Background: an optimization exercise with open tools, aiming at a short achievable clock period and few clock cycles per item. Do not read the settings as production practice.
In this exercise RTL edits were held to simulation tests only and were not proved equivalent to the original.
In every run shown here, the design's own scripts or RTL, not TritonCTS, make the clock network.
The clock input has no modelled driver; a real chip could not lean on it and would need a root buffer or a full tree.
No activity file was given, so power comes from the tool's default toggle rates.

==> design.v <==
package prsld_pkg;
    localparam int FRAME_WIDTH_W = 12;
    localparam int COLUMN_W      = 12;
    localparam int COLOR_W       = 16;
    localparam int ALPHA_W       = 5;
    localparam int PIXEL_W       = ALPHA_W + COLOR_W;
    localparam int RUN_W         = 6;
    localparam int BYTE_W        = 8;
    localparam int INDEX_W       = 8;
    localparam int COL_W         = 13;    
    localparam int REM_W         = 14;    
    localparam logic [FRAME_WIDTH_W-1:0] FRAME_WIDTH_RESET = 12'd1;
    localparam logic [ALPHA_W-1:0]       ALPHA_OPAQUE      = 5'h1F;
    localparam logic [1:0] PH_TOKEN     = 2'd0;
    localparam logic [1:0] PH_RUN_ALPHA = 2'd1;
    localparam logic [1:0] PH_RUN_INDEX = 2'd2;
    localparam logic [1:0] PH_LITERAL   = 2'd3;
endpackage
module prsld_ram #(
    parameter int WIDTH = 16,
    parameter int DEPTH = 256,
    parameter int GROUP = 16
) (
    input  logic                    aclk,
    input  logic                    clr,
    input  logic [DEPTH-1:0]        wsel,
    input  logic [DEPTH-1:0]        sel,
    input  logic [WIDTH-1:0]        wdata,
    output logic [WIDTH-1:0]        rdata
);
    localparam int NG = DEPTH / GROUP;
    logic [DEPTH-1:0][WIDTH-1:0] mem_reg;
    logic [DEPTH-1:0]            valid_reg;
    logic [DEPTH-1:0]            rsel;
    logic [NG-1:0][WIDTH-1:0]    part_d;
    logic [NG-1:0][WIDTH-1:0]    part_q;
    always_ff @(posedge aclk) begin
        for (int i = 0; i < DEPTH; i++) begin
            if (wsel[i]) begin
                mem_reg[i] <= wdata;
            end
            if (clr) begin
                valid_reg[i] <= 1'b0;
            end else if (wsel[i]) begin
                valid_reg[i] <= 1'b1;
            end
        end
    end
    assign rsel = sel & valid_reg;
    always_comb begin
        for (int g = 0; g < NG; g++) begin
            part_d[g] = '0;
            for (int k = 0; k < GROUP; k++) begin
                part_d[g] = part_d[g] | (mem_reg[g*GROUP+k] & {WIDTH{rsel[g*GROUP+k]}});
            end
        end
    end
    always_ff @(posedge aclk) begin
        part_q <= part_d;
    end
    always_comb begin
        rdata = '0;
        for (int g = 0; g < NG; g++) begin
            rdata = rdata | part_q[g];
        end
    end
endmodule
module prsld_palette #(
    parameter int ENTRIES = 256
) (
    input  logic         aclk,
    input  logic         clr,
    input  logic         item_valid,
    input  logic         item_action,
    input  logic [7:0]   item_byte,
    input  logic [7:0]   item_index,
    input  logic [15:0]  item_color,
    output logic [15:0]  rd_color
);
    logic [ENTRIES-1:0] sel_q;
    logic [ENTRIES-1:0] wsel_q;
    logic [15:0]        wd_q;
    logic [15:0]        rdata;
    logic [15:0]        rd_q;
    always_ff @(posedge aclk) begin
        for (int i = 0; i < ENTRIES; i++) begin
            sel_q[i]  <= (item_byte == 8'(i));
            wsel_q[i] <= item_valid && !item_action && (item_index == 8'(i));
        end
        wd_q  <= item_color;
        rd_q  <= rdata;
    end
    prsld_ram #(
        .WIDTH (16),
        .DEPTH (ENTRIES)
    ) u_ram (
        .aclk  (aclk),
        .clr   (clr),
        .wsel  (wsel_q),
        .sel   (sel_q),
        .wdata (wd_q),
        .rdata (rdata)
    );
    assign rd_color = rd_q;
endmodule
import prsld_pkg::*;
module prsld_core #(
    parameter int FD = 8
) (
    input  logic                      aclk,
    input  logic                      aresetn,
    input  logic                      cfg_we,
    input  logic [FRAME_WIDTH_W-1:0]  cfg_wdata,
    input  logic                      s_valid,
    output logic                      s_ready,
    input  logic                      s_action,
    input  logic                      s_line_start,
    input  logic [BYTE_W-1:0]         s_data_byte,
    input  logic [INDEX_W-1:0]        s_palette_index,
    input  logic [COLOR_W-1:0]        s_palette_color,
    output logic                      m_valid,
    input  logic                      m_ready,
    output logic                      m_pixel_valid,
    output logic [COLUMN_W-1:0]       m_column,
    output logic [PIXEL_W-1:0]        m_pixel_value,
    output logic                      m_line_done,
    output logic                      m_overrun,
    output logic                      m_last
);
    localparam int PW = $clog2(FD);
    logic                      rst_q;
    logic [FRAME_WIDTH_W-1:0]  fw_q;
    logic                      wchg_q;
    logic [FRAME_WIDTH_W-1:0]  w_now;
    assign w_now = (fw_q == '0) ? FRAME_WIDTH_W'(1) : fw_q;
    always_ff @(posedge aclk) begin
        rst_q  <= !aresetn;
        if (!aresetn) begin
            fw_q   <= FRAME_WIDTH_RESET;
            wchg_q <= 1'b0;
        end else begin
            if (cfg_we) begin
                fw_q <= cfg_wdata;
            end
            wchg_q <= cfg_we;
        end
    end
    logic                s_ready_q;
    logic                s0_v;
    logic                s0_act;
    logic                s0_ls;
    logic [BYTE_W-1:0]   s0_b;
    logic [INDEX_W-1:0]  s0_pi;
    logic [COLOR_W-1:0]  s0_pc;
    logic                s0_byte;
    always_ff @(posedge aclk) begin
        s0_v   <= s_valid && s_ready_q && aresetn;
        s0_act <= s_action;
        s0_ls  <= s_line_start;
        s0_b   <= s_data_byte;
        s0_pi  <= s_palette_index;
        s0_pc  <= s_palette_color;
    end
    assign s0_byte = s0_v && s0_act;
    logic [COLOR_W-1:0]  pal_color;
    prsld_palette u_palette (
        .aclk        (aclk),
        .clr         (rst_q),
        .item_valid  (s0_v),
        .item_action (s0_act),
        .item_byte   (s0_b),
        .item_index  (s0_pi),
        .item_color  (s0_pc),
        .rd_color    (pal_color)
    );
    logic [1:0]               ph_q, ph_e, ph_d;
    logic [RUN_W-1:0]         n_q, n_e, n_d;
    logic [ALPHA_W-1:0]       al_q, al_e, al_d;
    logic [7:0]               h_q, h_e, h_d, hm1_e;
    logic [5:0]               l_q, l_e, l_d, l_x;
    logic                     hneg_e, hz_e, h1_e;
    logic                     fin_q, fin_e, fin_d;
    logic                     colz_q, colz_e, colz_d;
    logic                     is_skip;
    logic [RUN_W-1:0]         x;
    logic                     borrow, lex;
    logic                     lt, le, rpos;
    logic                     d_pv, d_ov;
    logic [RUN_W-1:0]         d_cnt;
    logic [BYTE_W-1:0]        b;
    logic [COL_W:0]           wmc;
    assign b = s0_b;
    always_comb begin
        ph_e   = ph_q;
        n_e    = n_q;
        al_e   = al_q;
        fin_e  = fin_q;
        colz_e = colz_q;
        h_e    = h_q;
        hm1_e  = h_q - 8'd1;
        l_e    = l_q;
        hneg_e = h_q[7];
        hz_e   = (h_q == 8'd0);
        h1_e   = (h_q == 8'd1);
    end
    assign is_skip = (b[7:6] == 2'b11);
    always_comb begin
        case (ph_e)
            PH_TOKEN:     x = is_skip ? b[RUN_W-1:0] : '0;
            PH_RUN_INDEX: x = n_e;
            PH_LITERAL:   x = RUN_W'(1);
            default:      x = '0;
        endcase
    end
    logic [5:0]  lsk;
    logic        bor_b, lex_b, bor_n, lex_n, bor_1, lex_1;
    logic [5:0]  lx_b, lx_n, lx_1;
    assign lsk   = l_q;
    assign bor_b = lsk < b[5:0];
    assign lex_b = lsk <= b[5:0];
    assign lx_b  = lsk - b[5:0];
    assign bor_n = l_q < n_q;
    assign lex_n = l_q <= n_q;
    assign lx_n  = l_q - n_q;
    assign bor_1 = (l_q == 6'd0);
    assign lex_1 = (l_q <= 6'd1);
    assign lx_1  = l_q - 6'd1;
    always_comb begin
        case (ph_e)
            PH_RUN_INDEX: begin borrow = bor_n; lex = lex_n; l_x = lx_n; end
            PH_LITERAL:   begin borrow = bor_1; lex = lex_1; l_x = lx_1; end
            default:      begin borrow = bor_b; lex = lex_b; l_x = lx_b; end
        endcase
    end
    assign lt     = hneg_e || (hz_e && borrow);
    assign le     = hneg_e || (hz_e && lex);
    assign rpos   = !hneg_e && !(hz_e && (l_e == '0));
    always_comb begin
        ph_d   = ph_e;
        n_d    = n_e;
        al_d   = al_e;
        h_d    = h_e;
        l_d    = l_e;
        fin_d  = fin_e;
        colz_d = colz_e;
        d_pv   = 1'b0;
        d_cnt  = n_e;
        d_ov   = 1'b0;
        if (!fin_e) begin
            case (ph_e)
                PH_TOKEN: begin
                    case (b[7:6])
                        2'b00: begin
                            if (b[5]) begin
                                al_d = b[ALPHA_W-1:0];
                                n_d  = RUN_W'(1);
                                ph_d = PH_RUN_INDEX;
                            end else if (b[4:0] != '0) begin
                                n_d  = RUN_W'(b[4:0]);
                                ph_d = PH_RUN_ALPHA;
                            end else if (!colz_e) begin
                                fin_d = 1'b1;
                            end
                        end
                        2'b01: begin
                            n_d = b[RUN_W-1:0];
                            if (b[RUN_W-1:0] != '0) begin
                                ph_d = PH_LITERAL;
                            end else begin
                                fin_d = !rpos;
                            end
                        end
                        2'b10: begin
                            n_d  = b[RUN_W-1:0];
                            al_d = ALPHA_OPAQUE;
                            ph_d = PH_RUN_INDEX;
                        end
                        default: begin
                            l_d    = l_x;
                            h_d    = borrow ? hm1_e : h_e;
                            colz_d = colz_e && (x == '0);
                            d_ov   = lt;
                            fin_d  = le;
                        end
                    endcase
                end
                PH_RUN_ALPHA: begin
                    al_d = b[ALPHA_W-1:0];
                    ph_d = PH_RUN_INDEX;
                end
                PH_RUN_INDEX: begin
                    ph_d = PH_TOKEN;
                    if (n_e == '0) begin
                        fin_d = !rpos;
                    end else begin
                        l_d    = l_x;
                        h_d    = borrow ? hm1_e : h_e;
                        colz_d = 1'b0;
                        d_ov   = lt;
                        fin_d  = le;
                        d_pv   = rpos;
                        d_cnt  = lt ? l_e : n_e;
                    end
                end
                default: begin
                    l_d    = l_x;
                    h_d    = borrow ? hm1_e : h_e;
                    colz_d = 1'b0;
                    n_d    = n_e - RUN_W'(1);
                    d_pv   = rpos;
                    d_cnt  = RUN_W'(1);
                    d_ov   = !rpos;
                    if (n_e == RUN_W'(1)) begin
                        ph_d  = PH_TOKEN;
                        fin_d = le;
                    end
                end
            endcase
        end
    end
    assign wmc = {2'b00, w_now} - {1'b0, colacc_q};
    logic take_ls;
    assign take_ls = s_valid && s_ready_q && aresetn && s_action && s_line_start;
    always_ff @(posedge aclk) begin
        if (take_ls) begin
            ph_q   <= PH_TOKEN;
            n_q    <= '0;
            al_q   <= '0;
            h_q    <= {2'b00, w_now[11:6]};
            l_q    <= w_now[5:0];
            fin_q  <= 1'b0;
            colz_q <= 1'b1;
        end else if (rst_q) begin
            ph_q  <= PH_TOKEN;
            fin_q <= 1'b1;
        end else if (s0_byte) begin
            ph_q   <= ph_d;
            n_q    <= n_d;
            al_q   <= al_d;
            h_q    <= h_d;
            l_q    <= l_d;
            fin_q  <= fin_d;
            colz_q <= colz_d;
        end else if (wchg_q) begin
            h_q <= wmc[COL_W:6];
            l_q <= wmc[5:0];
        end
    end
    localparam int DW = 1 + COLUMN_W + RUN_W + ALPHA_W + 2;
    localparam int EW = DW + COLOR_W;
    logic                 d1_v, d2_v;
    logic                 d1_pv, d1_lit, d1_idx, d1_lt, d1_ld, d1_ov, d1_ls;
    logic [RUN_W-1:0]     d1_l, d1_n, d1_xc, d2_cnt;
    logic [ALPHA_W-1:0]   d1_al;
    logic [COL_W-1:0]     colacc_q, d1_col0;
    logic [DW-1:0]        d2_q, d3_q;
    logic                 d3_v;
    assign d1_col0 = d1_ls ? '0 : colacc_q;
    assign d2_cnt  = d1_lit ? RUN_W'(1) : (d1_lt ? d1_l : d1_n);
    always_ff @(posedge aclk) begin
        d1_v   <= s0_byte;
        d2_v   <= d1_v && !rst_q;
        d3_v   <= d2_v && !rst_q;
        d3_q   <= d2_q;
        d1_pv  <= d_pv && !fin_e && (ph_e == PH_RUN_INDEX || ph_e == PH_LITERAL);
        d1_lit <= (ph_e == PH_LITERAL);
        d1_lt  <= lt;
        d1_l   <= l_e;
        d1_n   <= n_e;
        d1_xc  <= fin_e ? '0 : x;
        d1_ls  <= s0_ls;
        d1_al  <= al_e;
        d1_ld  <= fin_d;
        d1_ov  <= d_ov;
        if (d1_v) begin
            colacc_q <= d1_col0 + COL_W'(d1_xc);
        end
        d2_q <= {d1_pv,
                 d1_pv ? d1_col0[COLUMN_W-1:0] : COLUMN_W'(0),
                 d1_pv ? d2_cnt - RUN_W'(1) : RUN_W'(0),
                 d1_pv ? (d1_lit ? ALPHA_OPAQUE : d1_al) : ALPHA_W'(0),
                 d1_ld,
                 d1_ov};
    end
    logic [EW-1:0]       q_mem [FD];
    logic [PW:0]         wp_q, rp_q;
    logic                q_ne;
    always_ff @(posedge aclk) begin
        if (d3_v) begin
            q_mem[wp_q[PW-1:0]] <= {d3_q, d3_q[DW-1] ? pal_color : COLOR_W'(0)};
        end
    end
    assign q_ne = (wp_q != rp_q);
    logic [PW:0] cnt_q, cnt_next;
    logic        take_byte, pop;
    assign take_byte = s_valid && s_ready_q && aresetn && s_action;
    logic                 mv_q;
    logic                 o_pv;
    logic [COLUMN_W-1:0]  o_col;
    logic [PIXEL_W-1:0]   o_val;
    logic                 o_ld, o_ov, o_last;
    logic [RUN_W-1:0]     left_q;
    logic                 c_ld, c_ov;
    logic                 adv;
    logic [EW-1:0]        h;
    logic                 h_pv, h_ld, h_ov;
    logic [COLUMN_W-1:0]  h_col;
    logic [RUN_W-1:0]     h_left;
    logic [ALPHA_W-1:0]   h_alpha;
    logic [COLOR_W-1:0]   h_color;
    assign adv = !mv_q || m_ready;
    assign pop = adv && (left_q == '0) && q_ne;
    assign cnt_next = cnt_q + (PW+1)'(take_byte) - (PW+1)'(pop);
    assign h   = q_mem[rp_q[PW-1:0]];
    assign {h_pv, h_col, h_left, h_alpha, h_ld, h_ov, h_color} = h;
    always_ff @(posedge aclk) begin
        if (rst_q) begin
            wp_q      <= '0;
            rp_q      <= '0;
            left_q    <= '0;
            s_ready_q <= 1'b1;
            cnt_q     <= (PW+1)'(take_byte);
        end else begin
            if (d3_v && !rst_q) begin
                wp_q <= wp_q + 1'b1;
            end
            s_ready_q <= cnt_next < FD;
            cnt_q     <= cnt_next;
            if (adv) begin
                if (left_q != '0) begin
                    left_q <= left_q - RUN_W'(1);
                end else if (q_ne) begin
                    left_q <= h_left;
                    rp_q   <= rp_q + 1'b1;
                end
            end
        end
    end
    always_ff @(posedge aclk) begin
        if (!aresetn || rst_q) begin
            mv_q <= 1'b0;
        end else if (adv) begin
            mv_q <= (left_q != '0) || q_ne;
        end
    end
    always_ff @(posedge aclk) begin
        if (adv) begin
            if (left_q != '0) begin
                o_col  <= o_col + COLUMN_W'(1);
                o_last <= (left_q == RUN_W'(1));
                o_ld   <= (left_q == RUN_W'(1)) && c_ld;
                o_ov   <= (left_q == RUN_W'(1)) && c_ov;
            end else begin
                o_pv   <= h_pv;
                o_col  <= h_col;
                o_val  <= {h_alpha, h_color};
                o_last <= (h_left == '0);
                o_ld   <= (h_left == '0) && h_ld;
                o_ov   <= (h_left == '0) && h_ov;
                c_ld   <= h_ld;
                c_ov   <= h_ov;
            end
        end
    end
    assign s_ready       = s_ready_q;
    assign m_valid       = mv_q;
    assign m_pixel_valid = o_pv;
    assign m_column      = o_col;
    assign m_pixel_value = o_val;
    assign m_line_done   = o_ld;
    assign m_overrun     = o_ov;
    assign m_last        = o_last;
endmodule
import prsld_pkg::*;
module palette_rle_sprite_line_decoder #(
    parameter int PALETTE_ENTRIES = 256,
    parameter int MAX_WIDTH       = 4096
) (
    input  logic                      aclk,
    input  logic                      aresetn,
    input  logic                      cfg_we,
    input  logic [prsld_pkg::FRAME_WIDTH_W-1:0]  cfg_wdata,
    input  logic                      s_valid,
    output logic                      s_ready,
    input  logic                      s_action,
    input  logic                      s_line_start,
    input  logic [prsld_pkg::BYTE_W-1:0]         s_data_byte,
    input  logic [prsld_pkg::INDEX_W-1:0]        s_palette_index,
    input  logic [prsld_pkg::COLOR_W-1:0]        s_palette_color,
    output logic                      m_valid,
    input  logic                      m_ready,
    output logic                      m_pixel_valid,
    output logic [prsld_pkg::COLUMN_W-1:0]       m_column,
    output logic [prsld_pkg::PIXEL_W-1:0]        m_pixel_value,
    output logic                      m_line_done,
    output logic                      m_overrun,
    output logic                      m_last
);
    prsld_core u_core (
        .aclk            (aclk),
        .aresetn         (aresetn),
        .cfg_we          (cfg_we),
        .cfg_wdata       (cfg_wdata),
        .s_valid         (s_valid),
        .s_ready         (s_ready),
        .s_action        (s_action),
        .s_line_start    (s_line_start),
        .s_data_byte     (s_data_byte),
        .s_palette_index (s_palette_index),
        .s_palette_color (s_palette_color),
        .m_valid         (m_valid),
        .m_ready         (m_ready),
        .m_pixel_valid   (m_pixel_valid),
        .m_column        (m_column),
        .m_pixel_value   (m_pixel_value),
        .m_line_done     (m_line_done),
        .m_overrun       (m_overrun),
        .m_last          (m_last)
    );
endmodule
==> flow/run.sh <==
#!/bin/bash
# Standard ORFS layout, except that the clock tree is built by flow/manual_cts.tcl:
# the clock port drives 4 root buffers, each drives mid buffers, each drives leaf
# buffers over compact clusters of registers (all clkbuf_16, 3 buffers to every
# register). Each tool's log stays in orfs/logs; this script's output in flow_run.log.
set -euo pipefail
here=$(pwd)
export MCTS_DIR=$here/flow
export PRE_CTS_TCL=$here/flow/pre_cts.tcl
export MCTS_LEAF_SIZE=22
export MCTS_MID_SIZE=15
export MCTS_ROOTS=4
# every port keeps its buffer, a buf_4 rather than the default pick
export BUFFER_PORTS_ARGS="-buffer_cell sky130_fd_sc_hd__buf_4"
bash standard.sh finish 2>&1 | tee $here/flow_run.log
==> flow/manual_cts.tcl <==
# Manual three-level clock tree: root -> mid buffers -> leaf buffers -> registers.
# Sinks are grouped into compact clusters of about LEAF_SIZE registers by slicing the
# die into columns by x and then chunking each column by y; leaf buffers are grouped
# the same way under mid buffers. Every register sees the same number of buffers.

proc mcts_centroid {pts} {
  set sx 0; set sy 0; set n 0
  foreach p $pts { set sx [expr {$sx + [lindex $p 1]}]; set sy [expr {$sy + [lindex $p 2]}]; incr n }
  return [list [expr {int($sx / $n)}] [expr {int($sy / $n)}]]
}

# pts: list of {id x y}; returns list of clusters (each a list of pts) of about size each.
proc mcts_cluster {pts size} {
  set n [llength $pts]
  set nclu [expr {max(1, int(round(double($n) / $size)))}]
  set ncol [expr {max(1, int(round(sqrt($nclu))))}]
  set sorted [lsort -integer -index 1 $pts]
  set clusters {}
  set per_col [expr {double($n) / $ncol}]
  for {set c 0} {$c < $ncol} {incr c} {
    set a [expr {int(round($c * $per_col))}]
    set b [expr {int(round(($c + 1) * $per_col)) - 1}]
    set col [lsort -integer -index 2 [lrange $sorted $a $b]]
    set m [llength $col]
    set k [expr {max(1, int(round(double($m) / $size)))}]
    set per [expr {double($m) / $k}]
    for {set j 0} {$j < $k} {incr j} {
      set a2 [expr {int(round($j * $per))}]
      set b2 [expr {int(round(($j + 1) * $per)) - 1}]
      # serpentine order keeps neighbouring clusters adjacent
      lappend clusters [lrange $col $a2 $b2]
    }
  }
  return $clusters
}

proc mcts_make_buf {block master name x y in_net} {
  set inst [odb::dbInst_create $block $master $name]
  $inst setLocation $x $y
  $inst setPlacementStatus PLACED
  set net [odb::dbNet_create $block "${name}_net"]
  $net setSigType CLOCK
  [$inst findITerm A] connect $in_net
  [$inst findITerm X] connect $net
  return [list $inst $net]
}

proc manual_clock_tree {args} {
  set leaf_size [expr {[info exists ::env(MCTS_LEAF_SIZE)] ? $::env(MCTS_LEAF_SIZE) : 24}]
  set mid_size  [expr {[info exists ::env(MCTS_MID_SIZE)] ? $::env(MCTS_MID_SIZE) : 14}]
 set nroots    [expr {[info exists ::env(MCTS_ROOTS)] ? $::env(MCTS_ROOTS) : 4}]
  set bufname   [expr {[info exists ::env(MCTS_BUF)] ? $::env(MCTS_BUF) : "sky130_fd_sc_hd__clkbuf_16"}]
  set block [ord::get_db_block]
  set master [[ord::get_db] findMaster $bufname]
  set clk [$block findNet aclk]
  $clk setSigType CLOCK
  set sinks {}
  set i 0
  foreach it [$clk getITerms] {
    set inst [$it getInst]
    set bb [$inst getBBox]
    set x [expr {([$bb xMin] + [$bb xMax]) / 2}]
    set y [expr {([$bb yMin] + [$bb yMax]) / 2}]
    lappend sinks [list $i $x $y]
    set iterm($i) $it
    incr i
  }
  puts "manual_clock_tree: [llength $sinks] sinks"
  set w [$master getWidth]
  set h [$master getHeight]
  # leaves
  set leaves [mcts_cluster $sinks $leaf_size]
  set leafpts {}
  set li 0
  foreach cl $leaves {
    set c [mcts_centroid $cl]
    lappend leafpts [list $li [lindex $c 0] [lindex $c 1]]
    set leafcl($li) $cl
    incr li
  }
  set mids [mcts_cluster $leafpts $mid_size]
  set midpts {}
  set mi 0
  foreach mcl $mids {
    set c [mcts_centroid $mcl]
    lappend midpts [list $mi [lindex $c 0] [lindex $c 1]]
    set midcl($mi) $mcl
    incr mi
  }
  # the port drives up to nroots root buffers directly, each in its own region
  set roots [mcts_cluster $midpts [expr {double([llength $midpts]) / $nroots}]]
  puts "manual_clock_tree: [llength $leaves] leaves, [llength $mids] mid buffers, [llength $roots] roots"
  set ri 0
  foreach rcl $roots {
    set c [mcts_centroid $rcl]
    set root [mcts_make_buf $block $master "mcts_root_$ri" [expr {[lindex $c 0] - $w/2}] [expr {[lindex $c 1] - $h/2}] $clk]
    set root_net [lindex $root 1]
    incr ri
    foreach mp $rcl {
    set mi [lindex $mp 0]
    set mcl $midcl($mi)
    set mid [mcts_make_buf $block $master "mcts_mid_$mi" [expr {[lindex $mp 1] - $w/2}] [expr {[lindex $mp 2] - $h/2}] $root_net]
    set mid_net [lindex $mid 1]
    foreach lp $mcl {
      set lid [lindex $lp 0]
      set leaf [mcts_make_buf $block $master "mcts_leaf_$lid" [expr {[lindex $lp 1] - $w/2}] [expr {[lindex $lp 2] - $h/2}] $mid_net]
      set leaf_net [lindex $leaf 1]
      foreach sp $leafcl($lid) {
        set it $iterm([lindex $sp 0])
        $it disconnect
        $it connect $leaf_net
      }
    }
    }
  }
  global_connect
}
==> flow/pre_cts.tcl <==
# Replaces TritonCTS in ORFS's cts step with the manual three-level tree of
# manual_cts.tcl; the rest of the cts step (placement legalisation, timing repair)
# runs as usual, on the propagated clock.
source $::env(MCTS_DIR)/manual_cts.tcl
rename clock_tree_synthesis __tritoncts_clock_tree_synthesis
proc clock_tree_synthesis {args} {
  puts "clock_tree_synthesis replaced by manual_clock_tree (args ignored: $args)"
  manual_clock_tree
  set_propagated_clock [all_clocks]
}
==> standard.sh <==
#!/bin/bash
# synth_recipe.tcl (not shown) runs the flow's synth.tcl, then flattens the netlist and writes it again
# the make line also repeats each setting of config.mk as NAME=value (left out here)
make -C /OpenROAD-flow-scripts/flow DESIGN_CONFIG=/design/flow/config.mk WORK_HOME=/design/flow/orfs CLKGATE_MAP_FILE= SYNTH_SCRIPT=/design/flow/synth_recipe.tcl "${@:-finish}"
==> config.mk <==
export PLATFORM = sky130hd
export DESIGN_NAME = palette_rle_sprite_line_decoder
export DESIGN_NICKNAME = palette_rle_sprite_line_decoder
export VERILOG_FILES = /design/flow/design.v
export SDC_FILE = /design/flow/constraint.sdc
export NUM_CORES = 4
export LEC_CHECK = 0
export ABC_CLOCK_PERIOD_IN_PS = 2500
export CAP_MARGIN = 20
export CORE_MARGIN = 2
export CORE_UTILIZATION = 40
export SETUP_SLACK_MARGIN = 3.4
export SLEW_MARGIN = 20
==> constraint.sdc <==
create_clock -name core_clock -period 6.0 [get_ports {aclk}]
set_input_delay 1.2000 -clock core_clock [delete_from_list [all_inputs] [get_ports {aclk}]]
set_output_delay 1.2000 -clock core_clock [all_outputs]
set_load 0.01 [all_outputs]
==> flow_summary.ini, run 1 <==
[clock_tree]
postCtsHoldBufs = 0
clkLatencyLatePin_ps = 750
clk_pin_slew_ps = 90

[synth]
async_reset_ff_frac = 0
synth_edf_count = 4496
syn_avg_cell_area_um2 = 17.7
synthDistinctLibCells = 75
yosys_warnings = 3
syn_inst = 11000
syn_nets = 11100
ys.flop_type = edfxtp_1
synth_area_um2 = 195000
ys_seq_area_frac = 0.818
yosys_register_bits = 5725

[route]
routed_wl_um = 576000
drc = 0
vias = 107000
wl_per_cell_um = 32.8
via_per_inst = 6.09
top_layer = met5
routed-wl-met2_um = 262000
drt_iter0_markers = 16100
dr.pass1.iters = 6
route.met3.wl_um = 60100
ant_nets = 0
m1WireLength_um = 231000

[flow_run]
cap_violations = 0

[sta]
clock.fmax_ghz = 0.348
period_needed_ps = 2880
hold_viol_final = 0
setup_viol = 0
rsz0062_at_grt = true
relSlewSlack = 0.0721
worstMarginPinSlew_ps = 1390
post-route-period-util = 0.479
tns_ps = 0
finalClockSkew_ps = 41.4
finalMaxSlewViolations = 0

[critical_path]
critPathKind = reg2reg
crit_slowest_cell = nor3b_2
required_ps = 6640
endpoint_kind = flip-flop
crit_fanout = 15
worstPathCellList = nand2b_1 > nor3b_2 > nand2_2 > nor2_1
slowest_delay_ps = 750
crit_path_start_kind = flip-flop
cp.arrival_ps = 3520

[floorplan]
core.rowCount = 256
die-area_um2 = 493000
die_width_um = 702
io-pin-count = 90
die_h_um = 702
core_um2 = 486000
start_util = 0.402

[grt]
grt_overflow_total = 0
grt_start_max_net_pins = 194
track_usage = 0.224
antenna_found_initial = 36
grt_pass1_wl_um = 790000
grt_pass1_vias = 101000

[placement]
dp_hpwl_um = 324000
routabilityCongestion = 0.855
port_buffers = 89

[cells_and_area]
area_growth_pct = 8.88
seq_area_um2 = 160000
drive_above_1_share = 0.102
multi_input_area_um2 = 33500
fill_cells = 41500
fin_util = 0.437
largest_reg_flops = 4096
nNetsFinal = 11200

[pwr]
pwr_density_cell_nw_per_um2 = 305
leakage_nw = 66.3
peakVddDrop_v = 0.000264

[hold_path]
hold_path.class = reg2reg

[status]
outcome = timing/DRC/antenna clean
-- Yosys cell counts, drive strengths merged, types with 7 or more instances --
master	count	area [µm²]
nand3	33	165
o21a	12	90.1
mux4	84	1890
a22o	1024	8970
nand4	282	1760
inv	63	236
a221oi	1027	8990
xor2	17	149
o21ai	43	226
a22oi	9	67.6
clkbuf	635	2380
edfxtp	4496	135000
dfxtp	1229	24600
a211oi	24	190
nor2	1145	4300
nand2	88	330
mux2	29	327
nor4	78	515
xnor2	41	359
a21oi	47	239
and2	296	1850
ha	55	688
mux2i	29	290
nor3	32	171
buf	41	205
nand2b	21	131
nor2b	31	194
a21o	7	52.6
nor3b	7	52.6
-- where the power goes --
| part | total [mW] | internal (mW) | switching (mW) |
|---|---|---|---|
| sequential | 43.3 | 42.9 | 0.362 |
| clock | 19.6 | 8.14 | 11.5 |
| combinational | 1.94 | 0.640 | 1.30 |
| total | 64.8 | 51.7 | 13.1 |
-- kinds of logic (layout without fill, tap and decap cells) --
| group | after synthesis | after routing | synth area share |
|---|---|---|---|
| and+or+nand+nor | 2039 | 2042 | 0.0496 |
| buffers and inverters | 739 | 811 | 0.0145 |
| AOI/OAI and AO/OA | 2241 | 2241 | 0.0986 |
| muxes | 142 | 142 | 0.0129 |
| adders and majority gates | 60 | 60 | 0.00404 |
| other | 0 | 27 | 0 |
| DFF | 5725 | 5725 | 0.818 |
| xor gates and xnor gates | 58 | 58 | 0.00260 |
-- placed cells by master (no fill, tap or decap), drive strengths merged, types with 43 or more instances in the layout --
| cell | count |
|---|---|
| a21oi | 47 |
| a221oi | 1027 |
| a22o | 1024 |
| and2 | 296 |
| buf | 472 |
| clkbuf | 276 |
| dfxtp | 1229 |
| edfxtp | 4496 |
| ha | 55 |
| inv | 63 |
| mux4 | 84 |
| nand2 | 88 |
| nand4 | 282 |
| nor2 | 1148 |
| nor4 | 78 |
| o21ai | 43 |
-- routing by layer --
metal | GRT usage | vias to the layer above
met5 | 0 | -
met2 | 0.351 | 6113
met3 | 0.0380 | 863
met4 | 0.0726 | 18
li1 | - | 43800
met1 | 0.319 | 56100
-- critical path: cells and delay by family, from the launching register on --
family / cells / cell delay [ps]
and+or+nand+nor: 4 / 2400
DFF: 1 / 320
-- through the flow --
step           hold slack [ps]  cells  setup slack, ps  total power, mW  instance area [µm²]
2_1_floorplan              310  11000             2930             45.0               195000
3_3_place_gp               310  17200             2240             45.9               204000
3_5_place_dp               312  17200             2380             45.9               205000
4_1_cts                    330  17500             3250             64.9               212000
5_1_grt                    327  17500             3160             66.5               212000
6_report                   326  17600             3120             64.8               212000
-- worst paths after layout --
path	startpoint	endpoint	slack, ps	cells after the start
setup / recovery	u_core.s0_act$_DFF_P_	u_core.u_palette.wsel_q[234]$_DFF_P_	3120	4
hold / removal	u_core.s0_pc[2]$_DFF_P_	u_core.u_palette.wd_q[2]$_DFF_P_	330	0
setup reg to reg	u_core.s0_act$_DFF_P_	u_core.u_palette.wsel_q[234]$_DFF_P_	3120	4
hold reg to reg	u_core.s0_pc[2]$_DFF_P_	u_core.u_palette.wd_q[2]$_DFF_P_	330	0
-- area by class of cell --
cell class              instances  share of cell area
flip-flops and latches       5725               0.752
multi-input cells            4543               0.158
well taps                    6450              0.0380
plain buffers                 276              0.0325
repair buffers                472              0.0182
inverters                      63             0.00111
diodes                         27            0.000318
-- repair_timing --
action / 4_1_cts / 5_1_grt
endpoints found under the setup margin: 431 / 210
gates resized for setup: 63 / 38
pin swaps: 25 / 16
setup buffers: 24 / 16
cloned: 1 / 2
Testbench counts, summed over its fixed seeds: cycles 57,007, items 37,997.
==> run 2, diff against run 1 <==
--- a/design.v
+++ b/design.v
@@ -72,6 +72,6 @@
     input  logic         clr,
+    input  logic [7:0]   in_byte,
+    input  logic [7:0]   in_index,
     input  logic         item_valid,
     input  logic         item_action,
-    input  logic [7:0]   item_byte,
-    input  logic [7:0]   item_index,
     input  logic [15:0]  item_color,
@@ -84,6 +84,15 @@
     logic [15:0]        rd_q;
+    logic [15:0]        rlo_q, rhi_q, wlo_q, whi_q;
+    always_ff @(posedge aclk) begin
+        for (int k = 0; k < 16; k++) begin
+            rlo_q[k] <= (in_byte[3:0] == 4'(k));
+            rhi_q[k] <= (in_byte[7:4] == 4'(k));
+            wlo_q[k] <= (in_index[3:0] == 4'(k));
+            whi_q[k] <= (in_index[7:4] == 4'(k));
+        end
+    end
     always_ff @(posedge aclk) begin
         for (int i = 0; i < ENTRIES; i++) begin
-            sel_q[i]  <= (item_byte == 8'(i));
-            wsel_q[i] <= item_valid && !item_action && (item_index == 8'(i));
+            sel_q[i]  <= rhi_q[i / 16] && rlo_q[i % 16];
+            wsel_q[i] <= item_valid && !item_action && whi_q[i / 16] && wlo_q[i % 16];
         end
@@ -132,4 +141,5 @@
     logic [FRAME_WIDTH_W-1:0]  fw_q;
-    logic                      wchg_q;
+    logic                      wchg_q, wchg2_q;
     logic [FRAME_WIDTH_W-1:0]  w_now;
+    logic [FRAME_WIDTH_W-1:0]  weff_q;
     assign w_now = (fw_q == '0) ? FRAME_WIDTH_W'(1) : fw_q;
@@ -138,4 +148,6 @@
         if (!aresetn) begin
-            fw_q   <= FRAME_WIDTH_RESET;
-            wchg_q <= 1'b0;
+            fw_q    <= FRAME_WIDTH_RESET;
+            weff_q  <= FRAME_WIDTH_RESET;
+            wchg_q  <= 1'b0;
+            wchg2_q <= 1'b0;
         end else begin
@@ -144,3 +156,5 @@
             end
-            wchg_q <= cfg_we;
+            weff_q  <= w_now;
+            wchg_q  <= cfg_we;
+            wchg2_q <= wchg_q;
         end
@@ -152,3 +166,2 @@
     logic [BYTE_W-1:0]   s0_b;
-    logic [INDEX_W-1:0]  s0_pi;
     logic [COLOR_W-1:0]  s0_pc;
@@ -160,3 +173,2 @@
         s0_b   <= s_data_byte;
-        s0_pi  <= s_palette_index;
         s0_pc  <= s_palette_color;
@@ -168,6 +180,6 @@
         .clr         (rst_q),
+        .in_byte     (s_data_byte),
+        .in_index    (s_palette_index),
         .item_valid  (s0_v),
         .item_action (s0_act),
-        .item_byte   (s0_b),
-        .item_index  (s0_pi),
         .item_color  (s0_pc),
@@ -178,3 +190,4 @@
     logic [ALPHA_W-1:0]       al_q, al_e, al_d;
-    logic [7:0]               h_q, h_e, h_d, hm1_e;
+    logic [7:0]               h_q, h_e, hm1_e;
+    logic                     bq_q, bq_d;
     logic [5:0]               l_q, l_e, l_d, l_x;
@@ -201,5 +214,5 @@
         l_e    = l_q;
-        hneg_e = h_q[7];
-        hz_e   = (h_q == 8'd0);
-        h1_e   = (h_q == 8'd1);
+        hneg_e = bq_q ? (h_q[7] || h_q == 8'd0) : h_q[7];
+        hz_e   = bq_q ? (h_q == 8'd1) : (h_q == 8'd0);
+        h1_e   = bq_q ? (h_q == 8'd2) : (h_q == 8'd1);
     end
@@ -241,3 +254,3 @@
         al_d   = al_e;
-        h_d    = h_e;
+        bq_d   = 1'b0;
         l_d    = l_e;
@@ -279,3 +292,3 @@
                             l_d    = l_x;
-                            h_d    = borrow ? hm1_e : h_e;
+                            bq_d   = borrow;
                             colz_d = colz_e && (x == '0);
@@ -296,3 +309,3 @@
                         l_d    = l_x;
-                        h_d    = borrow ? hm1_e : h_e;
+                        bq_d   = borrow;
                         colz_d = 1'b0;
@@ -306,3 +319,3 @@
                     l_d    = l_x;
-                    h_d    = borrow ? hm1_e : h_e;
+                    bq_d   = borrow;
                     colz_d = 1'b0;
@@ -320,2 +333,6 @@
     end
+    logic [COL_W:0] wmc_q;
+    always_ff @(posedge aclk) begin
+        wmc_q <= wmc;
+    end
     assign wmc = {2'b00, w_now} - {1'b0, colacc_q};
@@ -328,4 +345,5 @@
             al_q   <= '0;
-            h_q    <= {2'b00, w_now[11:6]};
-            l_q    <= w_now[5:0];
+            h_q    <= {2'b00, weff_q[11:6]};
+            bq_q   <= 1'b0;
+            l_q    <= weff_q[5:0];
             fin_q  <= 1'b0;
@@ -339,3 +357,4 @@
             al_q   <= al_d;
-            h_q    <= h_d;
+            h_q    <= bq_q ? hm1_e : h_q;
+            bq_q   <= bq_d;
             l_q    <= l_d;
@@ -343,5 +362,6 @@
             colz_q <= colz_d;
-        end else if (wchg_q) begin
-            h_q <= wmc[COL_W:6];
-            l_q <= wmc[5:0];
+        end else if (wchg2_q) begin
+            h_q  <= wmc_q[COL_W:6];
+            bq_q <= 1'b0;
+            l_q <= wmc_q[5:0];
         end
@@ -420,3 +440,3 @@
             left_q    <= '0;
-            s_ready_q <= 1'b1;
+            s_ready_q <= !cfg_we;
             cnt_q     <= (PW+1)'(take_byte);
@@ -426,3 +446,3 @@
             end
-            s_ready_q <= cnt_next < FD;
+            s_ready_q <= (cnt_next < FD) && !cfg_we;
             cnt_q     <= cnt_next;
--- a/config.mk
+++ b/config.mk
@@ -10,4 +10,4 @@
 export CORE_MARGIN = 2
-export CORE_UTILIZATION = 40
-export SETUP_SLACK_MARGIN = 3.4
+export CORE_UTILIZATION = 55
+export SETUP_SLACK_MARGIN = 3.5
 export SLEW_MARGIN = 20
==> run 2 against run 1 <==
Compared with the run above:
- still clean
- combinational power increased by 7%
- synthesized area increased by 1.6%
- global-route usage increased by 8.0 points
- critical path depth increased by 1
- utilization increased by 16 points
- die area decreased by 26%
- first-iteration DRC count decreased by 3.0%
- worst setup slack improved by 250 ps
- fmax increased by 9.5%
- via count increased by 0.25%
- highest routed layer unchanged
==> flow_summary.ini, run 2 <==
[synth]
syn_inst = 11100
synth_area_leaders = edfxtp_1 68%, dfxtp_1 13%, a221oi_1 4.5%
syn_nets = 11300
synthDistinctLibCells = 77
synth_common_cells = 4496 x edfxtp_1, 1313 x dfxtp_1, 1027 x a221oi_1, 1024 x a22o_1, 672 x clkbuf_1
synth_area_um2 = 198000
yosysMostFrequentCell = edfxtp_1
async_reset_ff_frac = 0
synth_edf_count = 4496
ys_seq_area_frac = 0.813
ys.flop_type = edfxtp_1
yosys_warnings = 3
netlist.area_leader.share = 0.681
yosys_register_bits = 5809
syn_avg_cell_area_um2 = 17.8
yosys.area.top_type = edfxtp_1

[critical_path]
endpoint_kind = flip-flop
critPathKind = reg2reg
crit_fanout = 16
crit_path_end = u_core.u_palette.u_ram.part_q[183]$_DFF_P_
crit_path_start_kind = flip-flop
startpoint = u_core.u_palette.sel_q[191]$_DFF_P_
crit_slowest_cell = nand4_1
r2r_cells = 5
reg2reg_slack_ps = 3370
worstPathCellList = and2_1 > buf_4 > a22o_1 > a221oi_2 > nand4_1
cp.arrival_ps = 2890
required_ps = 6260
slowest_delay_ps = 860
reg2reg_from = u_core.u_palette.sel_q[191]$_DFF_P_
reg2reg_to = u_core.u_palette.u_ram.part_q[183]$_DFF_P_

[sta]
finalClockSkew_ps = 46.1
rsz0062_at_grt = true
period_needed_ps = 2630
worstMarginPinSlew_ps = 1350
hold_viol_final = 0
tns_ps = 0
relSlewSlack = 0.0935
clock.fmax_ghz = 0.381
fin_ws_ps = 3370
finalMaxSlewViolations = 0
holdWs_ps = 324
post-route-period-util = 0.438
setup_viol = 0

[floorplan]
core.rowCount = 220
start_util = 0.552
die-area_um2 = 365000
core_um2 = 359000
die_h_um = 604
io-pin-count = 90
die_width_um = 604

[grt]
grt_pass1_vias = 101000
grt_overflow_total = 0
grt_start_max_net_pins = 193
antenna_found_initial = 63
track_usage = 0.304
grt_pass1_wl_um = 786000

[route]
dr.pass1.iters = 6
wl_per_cell_um = 35.6
routed_wl_um = 569000
drt_iter0_markers = 15600
vias = 107000
ant_nets = 0
via_per_inst = 6.71
drc = 0

[placement]
routabilityCongestion = 0.870
dp_hpwl_um = 325000
port_buffers = 89
place_ws_ps = 2570
dp_cells = 15600
place_area_um2 = 205000

[cells_and_area]
fin_util = 0.594
stdcell_area_um2 = 213000
final_common_cell = edfxtp_1
largest_reg_flops = 4096
nNetsFinal = 11200
area_growth_pct = 7.55
drive_above_1_share = 0.0941
fill_cells = 26200
mostFrequentLayoutCells = 4496 x edfxtp_1, 1145 x dfxtp_1, 1025 x a221oi_1, 1024 x a22o_1, 661 x nor2_1
stdcell_count = 16000

[clock_tree]
clkLatencyLatePin_ps = 720
clk_pin_slew_ps = 80

[pwr]
finalPower_mw = 66.5
p_switching_mw = 13.5
p_int_mw = 53.0
peakVddDrop_v = 0.000255
pwr_density_cell_nw_per_um2 = 312
p_clk_frac = 0.307
power_frac_comb = 0.031
leakage_nw = 68.7
seq_power_share = 0.661
sw_frac_of_total = 0.203

[flow_run]
cap_violations = 0

[hold_path]
hold_path.class = reg2reg

[status]
outcome = timing/DRC/antenna clean
run 2: cell count changes in the layout (fill, tap and decap cells not counted), sizes merged, moves of 11 or more:
cell / delta
a21oi: +11
and2: +262
and3: +258
buf: -84
clkbuf: +20
dfxtp: +84
diode: +48
nand2: -26
nand3: -19
nor2: -480
nor3: +17
o21ai: +12
run 2: routing by layer:
layer / vias up / global-route usage / routed length, µm
li1: 44400 / - / -
met1: 56000 / 0.438 / 227000
met2: 5899 / 0.486 / 267000
met3: 846 / 0.0449 / 55700
met4: 12 / 0.0889 / 18800
met5: - / 0 / 88
run 2: cell families (layout without fill, tap and decap cells):
kind of cell | after synthesis | after routing | share of synthesized area
other | 0 | 75 | 0
buffers and inverters | 762 | 746 | 0.0147
multiplexers | 144 | 144 | 0.0129
AO/OA/AOI/OAI | 2258 | 2258 | 0.0972
adder cells (fa/ha/maj) | 60 | 60 | 0.00397
AND/OR/NAND/NOR | 2055 | 2055 | 0.0556
XOR/XNOR | 52 | 52 | 0.00230
flip-flops | 5809 | 5809 | 0.813
run 2: worst max-delay path: cells and delay by family, from the launching register on:
| kind | cells | cell delay (ps) |
|---|---|---|
| buffers and inverters | 1 | 210 |
| AND/OR/NAND/NOR | 2 | 1000 |
| flip-flops | 1 | 300 |
| AO/OA/AOI/OAI | 2 | 630 |
run 2: area by class of cell:
type                    instances  area [µm²]  share of cell area
diodes                         75         188            0.000880
repair buffers                389        3360              0.0157
plain buffers                 296        7410              0.0347
inverters                      61         229             0.00107
multi-input cells            4569       34600               0.162
flip-flops and latches       5809      162000               0.758
well taps                    4773        5970              0.0280
run 2: what timing repair did:
item	4_1_cts	5_1_grt
hold buffers	0	0
setup endpoints to repair	280	165
pin swaps	15	28
buffers inserted	28	18
gates resized for setup	78	38
endpoints found under the hold margin	0	0
gates cloned	1	0
run 2: how the worst min path moves through the flow:
stage	from	end	slack [ps]	cells after the start
CTS	u_core.s0_pc[6]$_DFF_P_	u_core.u_palette.wd_q[6]$_DFF_P_	330	0
finish	u_core.s0_pc[6]$_DFF_P_	u_core.u_palette.wd_q[6]$_DFF_P_	320	0
detailed placement	u_core.s0_pc[0]$_DFF_P_	u_core.u_palette.wd_q[0]$_DFF_P_	310	0
global placement	u_core.s0_pc[2]$_DFF_P_	u_core.u_palette.wd_q[2]$_DFF_P_	310	0
floorplan	u_core.s0_pc[0]$_DFF_P_	u_core.u_palette.wd_q[0]$_DFF_P_	310	0
global route	u_core.s0_pc[10]$_DFF_P_	u_core.u_palette.wd_q[10]$_DFF_P_	340	0
run 2: power groups by stage:
| stage | sequential (mW) | clock, mW | combinational, mW |
|---|---|---|---|
| 4_1_cts | 44.0 | 20.6 | 2.02 |
| 3_5_place_dp | 44.9 | 0 | 1.77 |
| 5_1_grt | 44.0 | 21.9 | 2.25 |
| 6_report | 44.0 | 20.4 | 2.08 |
| 2_1_floorplan | 44.9 | 0 | 0.831 |
| 3_3_place_gp | 44.9 | 0 | 1.73 |
Testbench counts of run 2, summed over its fixed seeds: cycles 57,007, items 37,997.
==> run 3, diff against run 2 <==
--- a/design.v
+++ b/design.v
@@ -430,3 +430,13 @@
     logic [COLOR_W-1:0]   h_color;
-    assign adv = !mv_q || m_ready;
+    localparam int OW = 1 + COLUMN_W + PIXEL_W + 3;
+    logic          xv_q;
+    logic          room;
+    logic [OW-1:0] rq_mem [4];
+    logic [1:0]    rwp_q, rrp_q;
+    logic [2:0]    rc_q;
+    logic          hand;
+    logic [OW-1:0] r_q;
+    assign room = (rc_q != 3'd4);
+    assign adv  = !xv_q || room;
+    assign hand = mv_q && m_ready;
     assign pop = adv && (left_q == '0) && q_ne;
@@ -459,7 +469,33 @@
     always_ff @(posedge aclk) begin
+        if (rst_q) begin
+            xv_q <= 1'b0;
+        end else if (adv) begin
+            xv_q <= (left_q != '0) || q_ne;
+        end
+    end
+    always_ff @(posedge aclk) begin
+        if (xv_q && room) begin
+            rq_mem[rwp_q] <= {o_pv, o_col, o_val, o_ld, o_ov, o_last};
+        end
+        if (rst_q) begin
+            rwp_q <= 2'd0;
+            rrp_q <= 2'd0;
+            rc_q  <= 3'd0;
+        end else begin
+            if (xv_q && room) begin
+                rwp_q <= rwp_q + 2'd1;
+            end
+            if (hand) begin
+                rrp_q <= rrp_q + 2'd1;
+            end
+            rc_q <= rc_q + 3'(xv_q && room) - 3'(hand);
+        end
+    end
+    always_ff @(posedge aclk) begin
         if (!aresetn || rst_q) begin
             mv_q <= 1'b0;
-        end else if (adv) begin
-            mv_q <= (left_q != '0) || q_ne;
+        end else begin
+            mv_q <= rc_q > 3'(hand);
         end
+        r_q <= hand ? rq_mem[rrp_q + 2'd1] : rq_mem[rrp_q];
     end
@@ -484,10 +520,5 @@
     end
-    assign s_ready       = s_ready_q;
-    assign m_valid       = mv_q;
-    assign m_pixel_valid = o_pv;
-    assign m_column      = o_col;
-    assign m_pixel_value = o_val;
-    assign m_line_done   = o_ld;
-    assign m_overrun     = o_ov;
-    assign m_last        = o_last;
+    assign s_ready = s_ready_q;
+    assign m_valid = mv_q;
+    assign {m_pixel_valid, m_column, m_pixel_value, m_line_done, m_overrun, m_last} = r_q;
 endmodule
--- a/config.mk
+++ b/config.mk
@@ -11,3 +11,3 @@
 export CORE_UTILIZATION = 55
-export SETUP_SLACK_MARGIN = 3.5
+export SETUP_SLACK_MARGIN = 3.6
 export SLEW_MARGIN = 20
==> run 3 against run 2 <==
Compared with the run above:
- worst setup slack better by 140 ps
- clock skew is 1.4 ps higher
- via count is 3.3% higher
- worst hold slack better by 3.7 ps
- critical endpoint is now u_core.fin_q$_SDFFE_PP0P_
==> flow_summary.ini, run 3 <==
[critical_path]
worstPathCellList = inv_1 > ha_1 > o21ai_0 > o21ai_0 > o211ai_1 > o221ai_2 > a21oi_1 > o31a_1
path_delay_family = compound AO/OA/AOI/OAI gates
reg2reg_from = u_core.s0_b[4]$_DFF_P_
required_ps = 6610
critPathBufInv = 1
crit_slowest_cell = dfxtp_1
startpoint = u_core.s0_b[4]$_DFF_P_
crit_path_start_kind = flip-flop
critPathKind = reg2reg
slowest_delay_ps = 690
endpoint_kind = flip-flop
cp.arrival_ps = 3100
crit_fanout = 4
crit_top_cell = o21ai_0

[grt]
antenna_found_initial = 70
grt_overflow_total = 0
grt_pass1_vias = 106000
grt_pass1_wl_um = 819000
track_usage = 0.305
grt_start_max_net_pins = 210

[route]
drc = 0
via_per_inst = 6.65
dr.pass1.iters = 8
vias = 111000
routed_wl_um = 592000
wl_per_cell_um = 35.6
drt_iter0_markers = 15200
ant_nets = 0

[cells_and_area]
final_common_cell = edfxtp_1
seq_area_um2 = 167000
mostFrequentLayoutCells = 4644 x edfxtp_1, 1162 x dfxtp_1, 1027 x a221oi_1, 1025 x a22o_1, 671 x nor2_1
multi_input_area_um2 = 37100
drive_above_1_share = 0.104
nNetsFinal = 11700
largest_reg_flops = 4096
stdcell_area_um2 = 222000
fin_util = 0.595
area_growth_pct = 7.59
fill_cells = 27200
stdcell_count = 16600

[synth]
syn_avg_cell_area_um2 = 17.8
async_reset_ff_frac = 0
yosys_warnings = 3
yosysMostFrequentCell = edfxtp_1
syn_inst = 11600
syn_nets = 11700
synthDistinctLibCells = 70
synth_edf_count = 4644
netlist.area_leader.share = 0.676
synth_area_um2 = 206000
synth_area_leaders = edfxtp_1 68%, dfxtp_1 13%, a221oi_1 4.4%
ys.flop_type = edfxtp_1
yosys.area.top_type = edfxtp_1
ys_seq_area_frac = 0.808
yosys_register_bits = 6004
synth_common_cells = 4644 x edfxtp_1, 1360 x dfxtp_1, 1027 x a221oi_1, 1025 x a22o_1, 679 x nor2_1

[floorplan]
die-area_um2 = 380000
io-pin-count = 90
die_h_um = 616
core.rowCount = 224
start_util = 0.553
die_width_um = 616
core_um2 = 373000

[sta]
rsz0062_at_grt = true
fin_ws_ps = 3510
clock.fmax_ghz = 0.402
finalMaxSlewViolations = 0
relSlewSlack = 0.0730
finalClockSkew_ps = 47.5
post-route-period-util = 0.414
period_needed_ps = 2490
worstMarginPinSlew_ps = 1390
setup_viol = 0
tns_ps = 0
hold_viol_final = 0
holdWs_ps = 328

[placement]
dp_hpwl_um = 336000
place_area_um2 = 213000
routabilityCongestion = 0.887
dp_cells = 16200
place_ws_ps = 2690
port_buffers = 89

[clock_tree]
clk_pin_slew_ps = 90
postCtsHoldBufs = 0
clkLatencyLatePin_ps = 730

[pwr]
pwr_density_cell_nw_per_um2 = 314
finalPower_mw = 69.6
leakage_nw = 71.8
peakVddDrop_v = 0.000256

[hold_path]
hp-start = u_core.s0_pc[6]$_DFF_P_
hold_path.class = reg2reg

[flow_run]
cap_violations = 0

[status]
outcome = timing/DRC/antenna clean
run 3: cell count changes after synthesis, sizes merged, moves of 5 or more:
cell | previous run | this run
a21oi | 58 | 46
a31oi | 4 | 10
and2 | 558 | 565
buf | 29 | 52
dfxtp | 1313 | 1360
edfxtp | 4496 | 4644
ha | 55 | 63
inv | 61 | 66
mux4 | 84 | 158
nand2 | 62 | 182
nor2 | 668 | 679
nor3 | 49 | 44
xnor2 | 33 | 39
run 3: cell families (layout without fill, tap and decap cells):
family | after synthesis | after routing | share of synthesized area
and+or+nand+nor | 2188 | 2188 | 0.0559
muxes | 219 | 219 | 0.0204
AOI/OAI and AO/OA | 2260 | 2260 | 0.0938
buffers and inverters | 790 | 785 | 0.0146
DFF | 6004 | 6004 | 0.808
other | 0 | 81 | 0
xor gates and xnor gates | 60 | 60 | 0.00255
adders and majority gates | 69 | 69 | 0.00441
run 3: worst paths after layout:
check | end | slack, ps | depth (start not counted)
worst min register to register | u_core.u_palette.wd_q[6]$_DFF_P_ | 330 | 0
worst max register to register | u_core.fin_q$_SDFFE_PP0P_ | 3510 | 8
worst min-delay path | u_core.u_palette.wd_q[6]$_DFF_P_ | 330 | 0
worst max-delay path | u_core.fin_q$_SDFFE_PP0P_ | 3510 | 8
run 3: report_power, final:
| group | internal, mW | switching (mW) |
|---|---|---|
| clock network | 8.75 | 12.0 |
| logic | 1.01 | 1.61 |
| registers | 45.5 | 0.725 |
| total | 55.2 | 14.4 |
run 3: timing repair:
action | 4_1_cts | 5_1_grt
buffers inserted | 21 | 11
endpoints found under the setup margin | 283 | 93
pin swaps | 15 | 16
gates resized for setup | 121 | 52
gates cloned | 0 | 1
run 3: layout make-up:
type	count	share of cell area
buffer	296	0.0334
multi-input combinational	4796	0.167
tap	4972	0.0280
antenna	81	0.000914
inverter	66	0.00119
sequential	6004	0.753
timing repair buffer	423	0.0167
run 3: metal layers:
metal / routed length [µm] / track usage / part of all wire
met1: 227000 / 0.420 / 0.38
met2: 288000 / 0.503 / 0.49
met3: 53900 / 0.0405 / 0.091
met4: 23200 / 0.108 / 0.039
met5: 34 / 0 / 0.000057
run 3: worst reg2reg max path: stages, from the launching register on:
cell      delay [ps]
dfxtp_1          690
inv_1            230
ha_1             410
o21ai_0           90
o21ai_0          180
o211ai_1         200
o221ai_2         230
a21oi_1          100
o31a_1           240
Testbench counts of run 3, summed over its fixed seeds: cycles 57,055, items 37,997.
==> run 4, diff against run 3 <==
--- a/design.v
+++ b/design.v
@@ -103,3 +103,4 @@
         .WIDTH (16),
-        .DEPTH (ENTRIES)
+        .DEPTH (ENTRIES),
+        .GROUP (8)
     ) u_ram (
@@ -141,3 +142,3 @@
     logic [FRAME_WIDTH_W-1:0]  fw_q;
-    logic                      wchg_q, wchg2_q;
+    logic                      wchg_q, wchg2_q, wchg3_q;
     logic [FRAME_WIDTH_W-1:0]  w_now;
@@ -152,2 +153,3 @@
             wchg2_q <= 1'b0;
+            wchg3_q <= 1'b0;
         end else begin
@@ -159,2 +161,3 @@
             wchg2_q <= wchg_q;
+            wchg3_q <= wchg2_q;
         end
@@ -337,3 +340,3 @@
     end
-    assign wmc = {2'b00, w_now} - {1'b0, colacc_q};
+    assign wmc = {2'b00, weff_q} - {1'b0, colacc_q};
     logic take_ls;
@@ -362,3 +365,3 @@
             colz_q <= colz_d;
-        end else if (wchg2_q) begin
+        end else if (wchg3_q) begin
             h_q  <= wmc_q[COL_W:6];
@@ -407,5 +410,13 @@
     logic                q_ne;
+    logic [FD-1:0]       wpo_q;
     always_ff @(posedge aclk) begin
-        if (d3_v) begin
-            q_mem[wp_q[PW-1:0]] <= {d3_q, d3_q[DW-1] ? pal_color : COLOR_W'(0)};
+        if (rst_q) begin
+            wpo_q <= FD'(1);
+        end else if (d3_v) begin
+            wpo_q <= {wpo_q[FD-2:0], wpo_q[FD-1]};
+        end
+        for (int k = 0; k < FD; k++) begin
+            if (d3_v && wpo_q[k]) begin
+                q_mem[k] <= {d3_q, d3_q[DW-1] ? pal_color : COLOR_W'(0)};
+            end
         end
@@ -450,3 +461,3 @@
             left_q    <= '0;
-            s_ready_q <= !cfg_we;
+            s_ready_q <= !cfg_we && !wchg_q;
             cnt_q     <= (PW+1)'(take_byte);
@@ -456,3 +467,3 @@
             end
-            s_ready_q <= (cnt_next < FD) && !cfg_we;
+            s_ready_q <= (cnt_next < FD) && !cfg_we && !wchg_q;
             cnt_q     <= cnt_next;
--- a/config.mk
+++ b/config.mk
@@ -11,3 +11,3 @@
 export CORE_UTILIZATION = 55
-export SETUP_SLACK_MARGIN = 3.6
+export SETUP_SLACK_MARGIN = 3.7
 export SLEW_MARGIN = 20
==> run 4 against run 3 <==
Compared with the run above:
- the layout now fails its checks (antenna violations)
- flip-flop and latch count grew 262
- synthesized area grew 2.3%
- register-to-register slack lost 70 ps
- worst setup slack lost 65 ps
- critical path type unchanged
- largest cell class unchanged
- design area grew 2.3%
- power grew 4.4%
- first-iteration DRC count grew 1.3%
- die area grew 2.3%
- largest power group unchanged
- critical path depth grew 2
- synthesized cell count grew 6.9%
- clock power grew 4%
==> flow_summary.ini, run 4 <==
[status]
outcome = complete, but fails checks
check.faults = antenna violations

[critical_path]
critPathBufInv = 3
crit_path_start_kind = flip-flop
crit_slowest_cell = dfxtp_4
critPathKind = reg2reg
slowest_delay_ps = 390
cp.arrival_ps = 3150
endpoint_kind = flip-flop
crit_fanout = 5
path_delay_family = compound AO/OA/AOI/OAI gates
required_ps = 6600
worstPathCellList = buf_6 > ha_4 > and2_4 > buf_8 > a222oi_1 > nor3b_4 > buf_4 > o2111ai_4 > a2111oi_4 > a22o_1

[synth]
synth_area_um2 = 211000
synthDistinctLibCells = 79
ys.flop_type = edfxtp_1
yosysMostFrequentCell = edfxtp_1
synth_common_cells = 4644 x edfxtp_1, 2100 x a22oi_1, 1622 x dfxtp_1, 705 x nor2_1, 700 x clkbuf_1
syn_avg_cell_area_um2 = 17.0
ys_seq_area_frac = 0.815
yosys.area.top_type = edfxtp_1
async_reset_ff_frac = 0
netlist.area_leader.share = 0.661
yosys_warnings = 4
synth_edf_count = 4644
yosys_register_bits = 6266
syn_nets = 12500
synth_area_leaders = edfxtp_1 66%, dfxtp_1 15%, a22oi_1 7.5%
syn_inst = 12400

[placement]
dp_cells = 16900
routabilityCongestion = 0.858
port_buffers = 89
dp_hpwl_um = 322000

[route]
wl_per_cell_um = 32.7
drt_iter0_markers = 15400
ant_nets = 3
routed_wl_um = 574000
via_per_inst = 6.48
drc = 0
vias = 114000
dr.pass1.iters = 7

[sta]
rsz0062_at_grt = true
finalClockSkew_ps = 43.3
tns_ps = 0
worstMarginPinSlew_ps = 1270
hold_viol_final = 0
finalMaxSlewViolations = 0
clock.fmax_ghz = 0.392
post-route-period-util = 0.425
relSlewSlack = 0.152
setup_viol = 0
period_needed_ps = 2550

[clock_tree]
postCtsHoldBufs = 0
clkLatencyLatePin_ps = 740
clk_pin_slew_ps = 90

[cells_and_area]
largest_reg_flops = 4096
fill_cells = 27900
stdcell_count = 17500
nNetsFinal = 12400
drive_above_1_share = 0.0810
area_growth_pct = 7.56
multi_input_area_um2 = 36800
mostFrequentLayoutCells = 4644 x edfxtp_1, 2099 x a22oi_1, 1507 x dfxtp_1, 703 x nor2_1, 560 x and2_1
final_common_cell = edfxtp_1
seq_area_um2 = 172000

[floorplan]
start_util = 0.552
core.rowCount = 227
io-pin-count = 90
die-area_um2 = 389000
die_width_um = 623
core_um2 = 382000
die_h_um = 623

[pwr]
peakVddDrop_v = 0.000295
pwr_density_cell_nw_per_um2 = 320
leakage_nw = 73.1

[grt]
grt_overflow_total = 0
grt_start_max_net_pins = 193
grt_pass1_vias = 107000
grt_pass1_wl_um = 801000
antenna_found_initial = 65
track_usage = 0.287

[flow_run]
cap_violations = 0

[hold_path]
hold_path.class = reg2reg
## run 4: worst paths after layout
kind	cells past startpoint	startpoint	end	slack [ps]
setup / recovery	10	u_core.rp_q[1]$_SDFFE_PP0P_	u_core.o_ld$_DFFE_PN_	3450
hold / removal	0	u_core.d2_q[16]$_SDFF_PN0_	u_core.d3_q[16]$_DFF_P_	310
setup reg to reg	10	u_core.rp_q[1]$_SDFFE_PP0P_	u_core.o_ld$_DFFE_PN_	3450
hold reg to reg	0	u_core.d2_q[16]$_SDFF_PN0_	u_core.d3_q[16]$_DFF_P_	310
## run 4: cells by family (layout without fill, tap and decap cells)
group           Yosys count  after routing  synth area share
buf+inv                 818            710            0.0147
mux                     141            141            0.0113
compound gates         2422           2422            0.0858
fa+ha+maj                75             75           0.00466
xor+xnor                 55             55           0.00228
simple gates           2612           2613            0.0664
flops                  6266           6266             0.815
other cells               0            194                 0
## run 4: cell type report
cell class	count	area share
buffer	313	0.0345
inverter	82	0.00146
multi-input combinational	5306	0.162
tap	5038	0.0278
timing repair buffer	315	0.0136
antenna	194	0.00214
sequential	6266	0.759
## run 4: timing repair
item | in CTS | in global routing
gates resized for setup | 155 | 79
setup endpoints to repair | 161 | 267
pin swaps | 29 | 46
cloned | 4 | 1
setup buffers | 45 | 38
## run 4: worst reg2reg max path: stages (launching register included)
cell,delay [ps]
dfxtp_4,390
buf_6,130
ha_4,170
and2_4,150
buf_8,130
a222oi_1,340
nor3b_4,340
buf_4,170
o2111ai_4,110
a2111oi_4,330
a22o_1,180
## run 4: metrics by stage
step	instance area [µm²]	total power, mW	hold WS [ps]	util	setup slack (ps)
3_5_place_dp	217000	51.7	312	0.568	2740
4_1_cts	226000	72.9	320	0.591	3480
5_1_grt	227000	74.6	334	0.593	3330
2_1_floorplan	211000	50.3	309	-	3520
3_3_place_gp	217000	51.6	309	0.567	2700
6_report	227000	72.7	313	0.594	3450
## run 4: metal layers
metal | track usage | routed length (µm) | share of wire | vias to the layer above
met5 | 0 | 84 | 0.00015 | -
met4 | 0.0785 | 15600 | 0.027 | 14
met3 | 0.0333 | 51800 | 0.090 | 756
met2 | 0.461 | 274000 | 0.48 | 5886
met1 | 0.418 | 232000 | 0.40 | 58700
li1 | - | - | - | 48300
## run 4: report_power, final
part	switching, mW	leakage, nW	total (mW)	internal, mW
logic	1.73	13.8	2.88	1.15
registers	0.826	55.4	48.1	47.3
clock network	12.4	3.86	21.7	9.23
total	15.0	73.1	72.7	57.7
Testbench counts of run 4, summed over its fixed seeds: cycles 57,079, items 37,997.

[re-timing with driven ports]
The results above use ideal ports. As a check the final layouts listed here were re-extracted and re-timed, cells and wires unchanged.
Step 1: set_driving_cell puts a clkbuf_16 on aclk and a buf_2 on each other input, an assumption about the parent block.
Step 2 times the ports against the registers' clock, not the clock port: input delays grow and output delays shrink by t, the midpoint of the rising clock arrivals with the driver on.
Slacks: ideal / step 1 / step 2; pairs: ideal / step 1.
run | shift t [ns] | slack for setup (ns) | worst setup path after step 2 | latest minus earliest clock arrival (ns) | worst register clock-pin slew, ns
run 1 | 0.988 | 3.125 / 3.124 / 2.919 | input to register | 0.044 / 0.043 | 0.10 / 0.10
run 2 | 0.945 | 3.373 / 3.190 / 2.904 | input to register | 0.047 / 0.045 | 0.09 / 0.09
run 3 | 0.953 | 3.514 / 3.365 / 2.971 | input to register | 0.054 / 0.053 | 0.09 / 0.09
run 4 | 0.966 | 3.449 / 3.334 / 3.061 | input to register | 0.050 / 0.049 | 0.09 / 0.09
The setup slack of run 3, which loses most, moves by -0.149 ns with the drivers and by -0.543 ns with both steps.
